Context: an optimization exercise on an open-source flow, tuned for a short achievable clock period and few clock cycles per item. The choices shown serve that exercise and are no tape-out recipe.
Function was checked by simulation only, so behaviour that the tests miss may differ from the original.
Power figures rest on the tool's default switching activity, not on a simulated workload.

### config.mk
export PLATFORM = sky130hd
export DESIGN_NAME = draw_fpv
export DESIGN_NICKNAME = draw_fpv
export VERILOG_FILES = /design/flow/design.v
export SDC_FILE = /design/flow/constraint.sdc
export NUM_CORES = 4
export LEC_CHECK = 0
export CAP_MARGIN = 40
export CORE_MARGIN = 2
export CORE_UTILIZATION = 35
export SLEW_MARGIN = 40
export SYNTH_MEMORY_MAX_BITS = 16384
### constraint.sdc
create_clock -name core_clock -period 10.0 [get_ports {clock}]
set_input_delay 2.0000 -clock core_clock [delete_from_list [all_inputs] [get_ports {clock}]]
set_output_delay 2.0000 -clock core_clock [all_outputs]
set_load 0.01 [all_outputs]
### design.v
package fpv_pkg;
    typedef logic [2:0] cell_t;
    typedef logic [5:0] grid_x_t;
    typedef logic [4:0] grid_y_t;
    typedef logic [13:0] pos_x_t;
    typedef logic [12:0] pos_y_t;
    typedef logic [7:0] angle_t;
    typedef logic signed [8:0] step_t;
    typedef logic [7:0] depth_t;
    typedef logic [7:0] screen_x_t;
    typedef logic [6:0] screen_y_t;
    typedef logic [17:0] colour_t;
    localparam int FRAC_BITS = 8;
    localparam depth_t MAX_STEPS = 8'd255;
    function automatic step_t sine_step(input angle_t a);
        logic [3:0] idx;
        logic [5:0] mag;
        idx = a[6] ? ~a[5:2] : a[5:2];
        case (idx)
            4'd0:  mag = 6'd2;
            4'd1:  mag = 6'd5;
            4'd2:  mag = 6'd8;
            4'd3:  mag = 6'd11;
            4'd4:  mag = 6'd14;
            4'd5:  mag = 6'd16;
            4'd6:  mag = 6'd19;
            4'd7:  mag = 6'd21;
            4'd8:  mag = 6'd24;
            4'd9:  mag = 6'd26;
            4'd10: mag = 6'd27;
            4'd11: mag = 6'd29;
            4'd12: mag = 6'd30;
            4'd13: mag = 6'd31;
            default: mag = 6'd32;
        endcase
        sine_step = a[7] ? -{3'b000, mag} : {3'b000, mag};
    endfunction
endpackage
module grid_ram (
    input  logic clock,
    input  logic en,
    input  logic write,
    input  fpv_pkg::grid_x_t x,
    input  fpv_pkg::grid_y_t y,
    input  fpv_pkg::cell_t wdata,
    output fpv_pkg::cell_t rdata
);
    logic [2047:0] plane0;
    logic [2047:0] plane1;
    logic [2047:0] plane2;
    logic [10:0] addr;
    logic [2047:0] wsel;
    assign addr = {y, x};
    assign wsel = (en && write) ? (2048'd1 << addr) : 2048'd0;
    always_ff @(posedge clock) begin
        plane0 <= (plane0 & ~wsel) | (wsel & {2048{wdata[0]}});
        plane1 <= (plane1 & ~wsel) | (wsel & {2048{wdata[1]}});
        plane2 <= (plane2 & ~wsel) | (wsel & {2048{wdata[2]}});
        if (en && !write) begin
            rdata <= {plane2[addr], plane1[addr], plane0[addr]};
        end
    end
endmodule
module grid_arbiter (
    input logic clock,
    input logic reset,
    input  logic host_req,
    output logic host_gnt,
    input  logic host_write,
    input  fpv_pkg::grid_x_t host_x,
    input  fpv_pkg::grid_y_t host_y,
    input  fpv_pkg::cell_t host_wdata,
    output fpv_pkg::cell_t host_rdata,
    output logic host_rvalid,
    input  logic ray_req,
    output logic ray_gnt,
    input  logic ray_write,
    input  fpv_pkg::grid_x_t ray_x,
    input  fpv_pkg::grid_y_t ray_y,
    input  fpv_pkg::cell_t ray_wdata,
    output fpv_pkg::cell_t ray_rdata,
    output logic ray_rvalid,
    input  logic fetch_req,
    output logic fetch_gnt,
    input  logic fetch_write,
    input  fpv_pkg::grid_x_t fetch_x,
    input  fpv_pkg::grid_y_t fetch_y,
    input  fpv_pkg::cell_t fetch_wdata,
    output fpv_pkg::cell_t fetch_rdata,
    output logic fetch_rvalid
);
    logic ram_en;
    logic ram_write;
    fpv_pkg::grid_x_t ram_x;
    fpv_pkg::grid_y_t ram_y;
    fpv_pkg::cell_t ram_wdata;
    fpv_pkg::cell_t ram_rdata;
    logic [2:0] rd_sel;
    always_comb begin
        host_gnt = host_req;
        ray_gnt = ray_req && !host_req;
        fetch_gnt = fetch_req && !host_req && !ray_req;
    end
    always_comb begin
        ram_write = host_write;
        ram_x = host_x;
        ram_y = host_y;
        ram_wdata = host_wdata;
        if (ray_gnt) begin
            ram_write = ray_write;
            ram_x = ray_x;
            ram_y = ray_y;
            ram_wdata = ray_wdata;
        end else if (fetch_gnt) begin
            ram_write = fetch_write;
            ram_x = fetch_x;
            ram_y = fetch_y;
            ram_wdata = fetch_wdata;
        end
    end
    assign ram_en = host_req || ray_req || fetch_req;
    grid_ram ram0 (
        .clock(clock),
        .en(ram_en),
        .write(ram_write),
        .x(ram_x),
        .y(ram_y),
        .wdata(ram_wdata),
        .rdata(ram_rdata)
    );
    always_ff @(posedge clock) begin
        if (reset) begin
            rd_sel <= '0;
        end else begin
            rd_sel <= {fetch_gnt && !fetch_write,
                       ray_gnt && !ray_write,
                       host_gnt && !host_write};
        end
    end
    assign host_rdata = ram_rdata;
    assign ray_rdata = ram_rdata;
    assign fetch_rdata = ram_rdata;
    assign host_rvalid = rd_sel[0];
    assign ray_rvalid = rd_sel[1];
    assign fetch_rvalid = rd_sel[2];
endmodule
module ray_marcher (
    input  logic clock,
    input  logic reset,
    input  logic start,
    input  fpv_pkg::angle_t angle,
    input  fpv_pkg::pos_x_t pos_x,
    input  fpv_pkg::pos_y_t pos_y,
    output logic grid_req,
    input  logic grid_gnt,
    output logic grid_write,
    output fpv_pkg::grid_x_t grid_x,
    output fpv_pkg::grid_y_t grid_y,
    output fpv_pkg::cell_t grid_wdata,
    input  fpv_pkg::cell_t grid_rdata,
    input  logic grid_rvalid,
    output logic done,
    output fpv_pkg::grid_x_t hit_x,
    output fpv_pkg::grid_y_t hit_y,
    output logic hit_vertical,
    output fpv_pkg::depth_t depth
);
    typedef enum logic [1:0] {
        R_IDLE,
        R_STEP,
        R_REQ,
        R_WAIT
    } march_state_t;
    march_state_t state;
    fpv_pkg::pos_x_t pos_x_q;
    fpv_pkg::pos_y_t pos_y_q;
    fpv_pkg::step_t step_x;
    fpv_pkg::step_t step_y;
    fpv_pkg::pos_x_t next_x;
    fpv_pkg::pos_y_t next_y;
    fpv_pkg::depth_t depth_q;
    logic vertical_q;
    assign next_x = pos_x_q + {{5{step_x[8]}}, step_x};
    assign next_y = pos_y_q + {{4{step_y[8]}}, step_y};
    always_ff @(posedge clock) begin
        if (reset) begin
            state <= R_IDLE;
            done <= 1'b0;
        end else begin
            done <= 1'b0;
            case (state)
                R_IDLE: begin
                    if (start) begin
                        state <= R_STEP;
                    end
                end
                R_STEP: begin
                    state <= R_REQ;
                end
                R_REQ: begin
                    if (grid_gnt) begin
                        state <= R_WAIT;
                    end
                end
                R_WAIT: begin
                    if (grid_rvalid) begin
                        if (grid_rdata != '0 || depth_q == fpv_pkg::MAX_STEPS) begin
                            state <= R_IDLE;
                            done <= 1'b1;
                        end else begin
                            state <= R_STEP;
                        end
                    end
                end
                default: begin
                    state <= R_IDLE;
                end
            endcase
        end
    end
    always_ff @(posedge clock) begin
        if (state == R_IDLE && start) begin
            pos_x_q <= pos_x;
            pos_y_q <= pos_y;
            step_x <= fpv_pkg::sine_step(angle + 8'd64);
            step_y <= fpv_pkg::sine_step(angle);
            depth_q <= '0;
            vertical_q <= 1'b0;
        end else if (state == R_STEP) begin
            pos_x_q <= next_x;
            pos_y_q <= next_y;
            depth_q <= depth_q + 8'd1;
            vertical_q <= next_x[13:fpv_pkg::FRAC_BITS] != pos_x_q[13:fpv_pkg::FRAC_BITS];
        end
    end
    assign grid_req = state == R_REQ;
    assign grid_write = 1'b0;
    assign grid_wdata = '0;
    assign grid_x = pos_x_q[13:fpv_pkg::FRAC_BITS];
    assign grid_y = pos_y_q[12:fpv_pkg::FRAC_BITS];
    assign hit_x = pos_x_q[13:fpv_pkg::FRAC_BITS];
    assign hit_y = pos_y_q[12:fpv_pkg::FRAC_BITS];
    assign hit_vertical = vertical_q;
    assign depth = depth_q;
endmodule
module column_drawer #(
    parameter int ROWS = 120,
    parameter int VGA_CREDITS = 4
) (
    input  logic clock,
    input  logic reset,
    input  logic start,
    input  fpv_pkg::screen_x_t column,
    input  fpv_pkg::grid_x_t hit_x,
    input  fpv_pkg::grid_y_t hit_y,
    input  logic hit_vertical,
    input  fpv_pkg::depth_t depth,
    output logic grid_req,
    input  logic grid_gnt,
    output logic grid_write,
    output fpv_pkg::grid_x_t grid_x,
    output fpv_pkg::grid_y_t grid_y,
    output fpv_pkg::cell_t grid_wdata,
    input  fpv_pkg::cell_t grid_rdata,
    input  logic grid_rvalid,
    input  logic vga_credit,
    output logic done,
    output logic vga_write,
    output fpv_pkg::screen_x_t vga_x,
    output fpv_pkg::screen_y_t vga_y,
    output fpv_pkg::colour_t vga_colour
);
    localparam int CREDIT_W = $clog2(VGA_CREDITS + 1);
    localparam int HALF_ROWS = ROWS / 2;
    typedef enum logic [1:0] {
        D_IDLE,
        D_FETCH,
        D_WAIT,
        D_DRAW
    } draw_state_t;
    draw_state_t state;
    fpv_pkg::screen_x_t column_q;
    fpv_pkg::grid_x_t hit_x_q;
    fpv_pkg::grid_y_t hit_y_q;
    logic vertical_q;
    fpv_pkg::depth_t depth_q;
    fpv_pkg::colour_t shade;
    fpv_pkg::colour_t colour_q;
    fpv_pkg::screen_y_t row;
    logic [CREDIT_W-1:0] credits;
    logic [7:0] half_h;
    logic [7:0] band_top;
    logic [7:0] band_bot;
    logic in_band;
    always_ff @(posedge clock) begin
        if (reset) begin
            state <= D_IDLE;
            done <= 1'b0;
        end else begin
            done <= 1'b0;
            case (state)
                D_IDLE: begin
                    if (start) begin
                        state <= D_FETCH;
                    end
                end
                D_FETCH: begin
                    if (grid_gnt) begin
                        state <= D_WAIT;
                    end
                end
                D_WAIT: begin
                    if (grid_rvalid) begin
                        state <= D_DRAW;
                    end
                end
                D_DRAW: begin
                    if (vga_write && row == 7'(ROWS - 1)) begin
                        state <= D_IDLE;
                        done <= 1'b1;
                    end
                end
                default: begin
                    state <= D_IDLE;
                end
            endcase
        end
    end
    always_comb begin
        if (depth_q == fpv_pkg::MAX_STEPS) begin
            shade = '0;
        end else if (vertical_q) begin
            shade = {{6{grid_rdata[2]}}, {6{grid_rdata[1]}}, {6{grid_rdata[0]}}};
        end else begin
            shade = {{2{grid_rdata[2]}}, 4'b0000,
                     {2{grid_rdata[1]}}, 4'b0000,
                     {2{grid_rdata[0]}}, 4'b0000};
        end
    end
    always_ff @(posedge clock) begin
        if (state == D_IDLE && start) begin
            column_q <= column;
            hit_x_q <= hit_x;
            hit_y_q <= hit_y;
            vertical_q <= hit_vertical;
            depth_q <= depth;
        end
        if (grid_rvalid) begin
            colour_q <= shade;
            row <= '0;
        end else if (vga_write) begin
            row <= row + 7'd1;
        end
    end
    always_ff @(posedge clock) begin
        if (reset) begin
            credits <= VGA_CREDITS[CREDIT_W-1:0];
        end else begin
            case ({vga_write, vga_credit})
                2'b10: credits <= credits - 1'b1;
                2'b01: credits <= credits + 1'b1;
                default: credits <= credits;
            endcase
        end
    end
    assign half_h = 8'(HALF_ROWS) >> depth_q[7:4];
    assign band_top = 8'(HALF_ROWS) - half_h;
    assign band_bot = 8'(HALF_ROWS) + half_h;
    assign in_band = ({1'b0, row} >= band_top) && ({1'b0, row} < band_bot);
    assign grid_req = state == D_FETCH;
    assign grid_write = 1'b0;
    assign grid_wdata = '0;
    assign grid_x = hit_x_q;
    assign grid_y = hit_y_q;
    assign vga_write = (state == D_DRAW) && (credits != '0);
    assign vga_x = column_q;
    assign vga_y = row;
    assign vga_colour = in_band ? colour_q : '0;
endmodule
module column_sequencer #(
    parameter int COLUMNS = 160
) (
    input  logic clock,
    input  logic reset,
    input  logic start,
    output logic done,
    output logic ray_start,
    input  logic ray_done,
    output logic draw_start,
    input  logic draw_done,
    input  fpv_pkg::angle_t player_angle,
    output fpv_pkg::angle_t ray_angle,
    output fpv_pkg::screen_x_t column
);
    typedef enum logic [2:0] {
        IDLE,
        INIT,
        CAST,
        WAIT_CAST,
        DRAW,
        WAIT_DRAW,
        NEXT,
        FINISH
    } seq_state_t;
    seq_state_t state;
    always_ff @(posedge clock) begin
        if (reset) begin
            state <= IDLE;
        end else begin
            case (state)
                IDLE:      state <= start ? INIT : IDLE;
                INIT:      state <= CAST;
                CAST:      state <= WAIT_CAST;
                WAIT_CAST: state <= ray_done ? DRAW : WAIT_CAST;
                DRAW:      state <= WAIT_DRAW;
                WAIT_DRAW: begin
                    if (draw_done) begin
                        state <= (column == 8'(COLUMNS - 1)) ? FINISH : NEXT;
                    end
                end
                NEXT:      state <= CAST;
                FINISH:    state <= IDLE;
                default:   state <= IDLE;
            endcase
        end
    end
    always_ff @(posedge clock) begin
        if (reset || state == INIT) begin
            column <= '0;
        end else if (state == NEXT) begin
            column <= column + 8'd1;
        end
    end
    assign ray_angle = player_angle + column - 8'(COLUMNS / 2);
    assign ray_start = state == CAST;
    assign draw_start = state == DRAW;
    assign done = state == FINISH;
endmodule
module draw_fpv #(
    parameter int COLUMNS = 160,
    parameter int ROWS = 120,
    parameter int VGA_CREDITS = 4
) (
    input  logic clock,
    input  logic reset,
    input  logic start,
    input  fpv_pkg::pos_x_t player_pos_x,
    input  fpv_pkg::pos_y_t player_pos_y,
    input  fpv_pkg::angle_t player_angle,
    input  logic grid_write,
    input  fpv_pkg::grid_x_t grid_write_x,
    input  fpv_pkg::grid_y_t grid_write_y,
    input  fpv_pkg::cell_t grid_write_cell,
    input  logic vga_credit,
    output logic done,
    output logic vga_write,
    output fpv_pkg::screen_x_t vga_x,
    output fpv_pkg::screen_y_t vga_y,
    output fpv_pkg::colour_t vga_colour
);
    logic ray_start;
    logic ray_done;
    logic draw_start;
    logic draw_done;
    fpv_pkg::angle_t ray_angle;
    fpv_pkg::screen_x_t column;
    fpv_pkg::grid_x_t hit_x;
    fpv_pkg::grid_y_t hit_y;
    logic hit_vertical;
    fpv_pkg::depth_t depth;
    logic host_req, host_gnt, host_write, host_rvalid;
    fpv_pkg::grid_x_t host_x;
    fpv_pkg::grid_y_t host_y;
    fpv_pkg::cell_t host_wdata, host_rdata;
    logic ray_req, ray_gnt, ray_write, ray_rvalid;
    fpv_pkg::grid_x_t ray_x;
    fpv_pkg::grid_y_t ray_y;
    fpv_pkg::cell_t ray_wdata, ray_rdata;
    logic fetch_req, fetch_gnt, fetch_write, fetch_rvalid;
    fpv_pkg::grid_x_t fetch_x;
    fpv_pkg::grid_y_t fetch_y;
    fpv_pkg::cell_t fetch_wdata, fetch_rdata;
    assign host_req = grid_write;
    assign host_write = 1'b1;
    assign host_x = grid_write_x;
    assign host_y = grid_write_y;
    assign host_wdata = grid_write_cell;
    column_sequencer #(.COLUMNS(COLUMNS)) seq0 (
        .clock(clock),
        .reset(reset),
        .start(start),
        .done(done),
        .ray_start(ray_start),
        .ray_done(ray_done),
        .draw_start(draw_start),
        .draw_done(draw_done),
        .player_angle(player_angle),
        .ray_angle(ray_angle),
        .column(column)
    );
    ray_marcher rm0 (
        .clock(clock),
        .reset(reset),
        .start(ray_start),
        .angle(ray_angle),
        .pos_x(player_pos_x),
        .pos_y(player_pos_y),
        .grid_req(ray_req),
        .grid_gnt(ray_gnt),
        .grid_write(ray_write),
        .grid_x(ray_x),
        .grid_y(ray_y),
        .grid_wdata(ray_wdata),
        .grid_rdata(ray_rdata),
        .grid_rvalid(ray_rvalid),
        .done(ray_done),
        .hit_x(hit_x),
        .hit_y(hit_y),
        .hit_vertical(hit_vertical),
        .depth(depth)
    );
    column_drawer #(.ROWS(ROWS), .VGA_CREDITS(VGA_CREDITS)) cd0 (
        .clock(clock),
        .reset(reset),
        .start(draw_start),
        .column(column),
        .hit_x(hit_x),
        .hit_y(hit_y),
        .hit_vertical(hit_vertical),
        .depth(depth),
        .grid_req(fetch_req),
        .grid_gnt(fetch_gnt),
        .grid_write(fetch_write),
        .grid_x(fetch_x),
        .grid_y(fetch_y),
        .grid_wdata(fetch_wdata),
        .grid_rdata(fetch_rdata),
        .grid_rvalid(fetch_rvalid),
        .vga_credit(vga_credit),
        .done(draw_done),
        .vga_write(vga_write),
        .vga_x(vga_x),
        .vga_y(vga_y),
        .vga_colour(vga_colour)
    );
    grid_arbiter arb0 (
        .clock(clock),
        .reset(reset),
        .host_req(host_req),
        .host_gnt(host_gnt),
        .host_write(host_write),
        .host_x(host_x),
        .host_y(host_y),
        .host_wdata(host_wdata),
        .host_rdata(host_rdata),
        .host_rvalid(host_rvalid),
        .ray_req(ray_req),
        .ray_gnt(ray_gnt),
        .ray_write(ray_write),
        .ray_x(ray_x),
        .ray_y(ray_y),
        .ray_wdata(ray_wdata),
        .ray_rdata(ray_rdata),
        .ray_rvalid(ray_rvalid),
        .fetch_req(fetch_req),
        .fetch_gnt(fetch_gnt),
        .fetch_write(fetch_write),
        .fetch_x(fetch_x),
        .fetch_y(fetch_y),
        .fetch_wdata(fetch_wdata),
        .fetch_rdata(fetch_rdata),
        .fetch_rvalid(fetch_rvalid)
    );
endmodule
### run.sh
#!/bin/bash
# synth_recipe.tcl (not shown) runs the flow's synth.tcl, then flattens the netlist and writes it again
# the make line also repeats each setting of config.mk as NAME=value (left out here)
make -C /OpenROAD-flow-scripts/flow DESIGN_CONFIG=/design/flow/config.mk WORK_HOME=/design/flow/orfs CLKGATE_MAP_FILE= SYNTH_SCRIPT=/design/flow/synth_recipe.tcl finish
==> impl_metrics.ini <==
[outcome]
status = finished clean

[place]
placed_area_um2 = 269000
place_ws_ps = 1610
place.gp.congestion = 0.914
io_buffers = 88
place_hpwl_mm = 530

[cts]
cts_inserted_buffers = 613
htreeDepth = 6
root_buffer = clkbuf_16
cts_resized = 0
clkLatencyLatePin_ps = 1150
clockBufferDepth = 4
hold_buffers = 0
cts_tree = built
clk_pin_slew_ps = 60
cts_sinks = 6264
post_cts_buffers = 0

[logic_synthesis]
synth-edff-count = 6226
yosysWarnings = 5
synthCells = 15600
ys_ff_latch = 6264
synth_nets = 15700
syn_avg_cell_area_um2 = 16.3
async_reset_ff_share_pct = 0
syn_area_um2 = 254000
yosysSeqAreaShare_pct = 73.9
ys.flop_type = edfxtp_1
synth_cell_types = 92

[critical_path]
slowest_delay_ps = 800
end_kind = flip-flop
slowest_stage = or4_4
cpMostUsedCell = buf_4
r2r-start = rm0.state[0]
cp.required_ps = 10980
crit_arrival_ps = 8470
critPathKind = input port to flip-flop
path_max_fanout = 40
crit_path_start = grid_write_x[2]
worstPathCellList = clkdlybuf4s50_1 -> nor3b_2 -> or4_4 -> nand2_2 -> buf_4 -> o22ai_1 -> a2111oi_0 -> a31oi_1 -> buf_4 -> o221ai_1 -> o31ai_1 -> o2111ai_1 -> o2111ai_2 -> nand4bb_1
r2r_cells = 17
worst_setup_path_start_kind = input port

[timing]
hold_viol_final = 0
fin_crit_sh_pct = 74.8
layout_setup_ws_ps = 2520
period_needed_ps = 7480
timing.fmax_mhz = 134
slew_viol_final = 0
rsz0062_at_grt = no
worst_pin_slew_ps = 1010
holdWs_ps = 471
clock_skew_ps = 67.2
final-setup-viol-count = 0
max_slew_margin_pct = 32.3

[route]
wire_per_inst_um = 33.3
vias = 152000
wl_mm = 860
drt_iter0_markers = 24500
via_per_inst = 5.91
drc = 0
postRouteAntennaNets = 0
first_pass_iters = 8

[power_and_ir_drop]
p_leak_nw = 89.6
peakVddDrop_uv = 225
power_density_nw_per_um2 = 256

[global_route]
grt_antenna_before_repair = 73
grt_max_degree = 211
grt_pass1_vias = 147000
grtUsageTotal_pct = 22.6
grt_pass1_wl_mm = 1180
grt-ovfl-total = 0

[final_layout]
fin_area_um2 = 289000
drive_gt1_share_pct = 17.5
syn_to_final_growth_pct = 13.6
final_nets = 15800
fillers = 65100

[floorplanning]
die_h_um = 856
die_w_um = 856
dieArea_um2 = 733000
num_rows = 313
core_um2 = 725000
initial_core_util_pct = 35.1
io_pins = 89

[run]
maxCapViolCount = 0

[worst_hold_path]
holdCritPathClass = flip-flop to flip-flop
hold_start = arb0.rd_sel[1]
whs_path_depth = 2
## worst paths after layout
kind | end | slack (ps)
setup / recovery | arb0.ram0.rdata[1] | 2520
setup reg to reg | arb0.ram0.rdata[1] | 3080
hold reg to reg | rm0.done | 470
hold / removal | rm0.done | 470
## cells in the mapped netlist, types with 88 or more instances
cell	instances	area share (%)
nand3_1	590	1.2
nor2_1	2219	3.3
nand4_1	146	0.36
buf_2	267	0.53
mux4_2	1117	9.9
a22oi_1	184	0.54
buf_4	213	0.63
edfxtp_1	6226	74
nor3_1	88	0.17
a21oi_1	320	0.63
a31oi_1	142	0.35
o21ai_0	142	0.28
mux2i_1	229	0.90
clkbuf_1	531	0.78
nand2_1	1960	2.9
## power breakdown
group	internal [mW]	switching, mW
logic	5.58	14.9
clock network	12.8	10.2
registers	30.4	0.126
## area by class of cell
| class | instances | area, µm² | share of cell area [%] |
|---|---|---|---|
| Timing Repair Buffer | 626 | 6880 | 2.38 |
| Clock buffer | 762 | 16300 | 5.65 |
| Tap cell | 9607 | 12000 | 4.16 |
| Antenna cell | 32 | 80.1 | 0.0277 |
| Clock inverter | 340 | 3110 | 1.08 |
| Sequential cell | 6264 | 188000 | 65.0 |
| Inverter | 64 | 240 | 0.0832 |
| Multi-Input combinational cell | 8106 | 62400 | 21.6 |
## layer usage
metal,vias up,share of wire [%],track usage [%]
li1,60800,-,-
met1,79000,37,30.3
met2,10800,44,33.7
met3,1874,13,6.66
met4,48,5.8,11.0
met5,-,0.045,0
## worst max-delay path: cells and delay by family
| kind | cells | cell delay (ps) |
|---|---|---|
| and+or+nand+nor | 4 | 2260 |
| buffers and inverters | 3 | 1430 |
| AOI/OAI and AO/OA | 7 | 2690 |
## cells in the final DEF, fill, tap and decap left out, types with 51 or more instances in the layout
master              n
o2111ai_1          64
clkinv_1          140
nor3_1             70
a22oi_1           184
o21ai_0           133
mux4_2           1117
buf_12            113
a31oi_1           137
nand3_1           588
clkdlybuf4s50_1    87
buf_4             387
mux2i_1           226
a21oi_1           306
nand4_1           146
ha_1               73
nand2_1          1839
nand2_4            84
nor2_1           2165
clkinv_2           99
inv_1              61
clkbuf_1          128
a311oi_1           51
clkbuf_16         630
edfxtp_1         6226
## stage by stage
step | TNS [ps] | utilization (%) | instances | power (mW)
2_1_floorplan | -9293020 | - | 15600 | 41.9
3_3_place_gp | 0 | 36.9 | 24600 | 50.5
3_5_place_dp | 0 | 37.1 | 24700 | 50.7
4_1_cts | 0 | 39.8 | 25800 | 73.3
5_1_grt | 0 | 39.8 | 25800 | 75.2
6_report | 0 | 39.8 | 25800 | 74.0
## logic make-up after synthesis
family / synth area share [%]
adder cells (fa/ha/maj): 0.396
AND/OR/NAND/NOR: 8.36
AO/OA/AOI/OAI: 3.87
buffers and inverters: 2.32
multiplexers: 10.9
flip-flops: 73.9
XOR/XNOR: 0.266
Testbench counts, summed over its fixed seeds: cycles 1,400,382, frames 32.

## afterwards: timing with drivers on the ports
In the flow no input, the clock included, has a driving cell. The finished layout below was timed again as built, in two steps. Step 1 (the two cells are an assumption about what drives the block):
set clk [get_ports {clock}]
set_driving_cell -lib_cell sky130_fd_sc_hd__clkbuf_16 $clk
set_driving_cell -lib_cell sky130_fd_sc_hd__buf_2 [delete_from_list [all_inputs] $clk]
Step 2 also shifts input and output timing later by t, the mid clock arrival at the registers, as if the neighbouring blocks saw the same clock. Slacks: ideal ports / drivers / drivers and shift; pairs: ideal ports / drivers.
t, ns: 1.261
setup slack, ns: 2.516 / 2.638 / 1.377
hold WS [ns]: 0.471 / 0.471 / 0.471
clock arrival spread, ns: 0.068 / 0.068
After both steps setup and hold are still met in this run. The setup slack of this run moves by +0.122 ns with the drivers and by -1.139 ns with both steps.
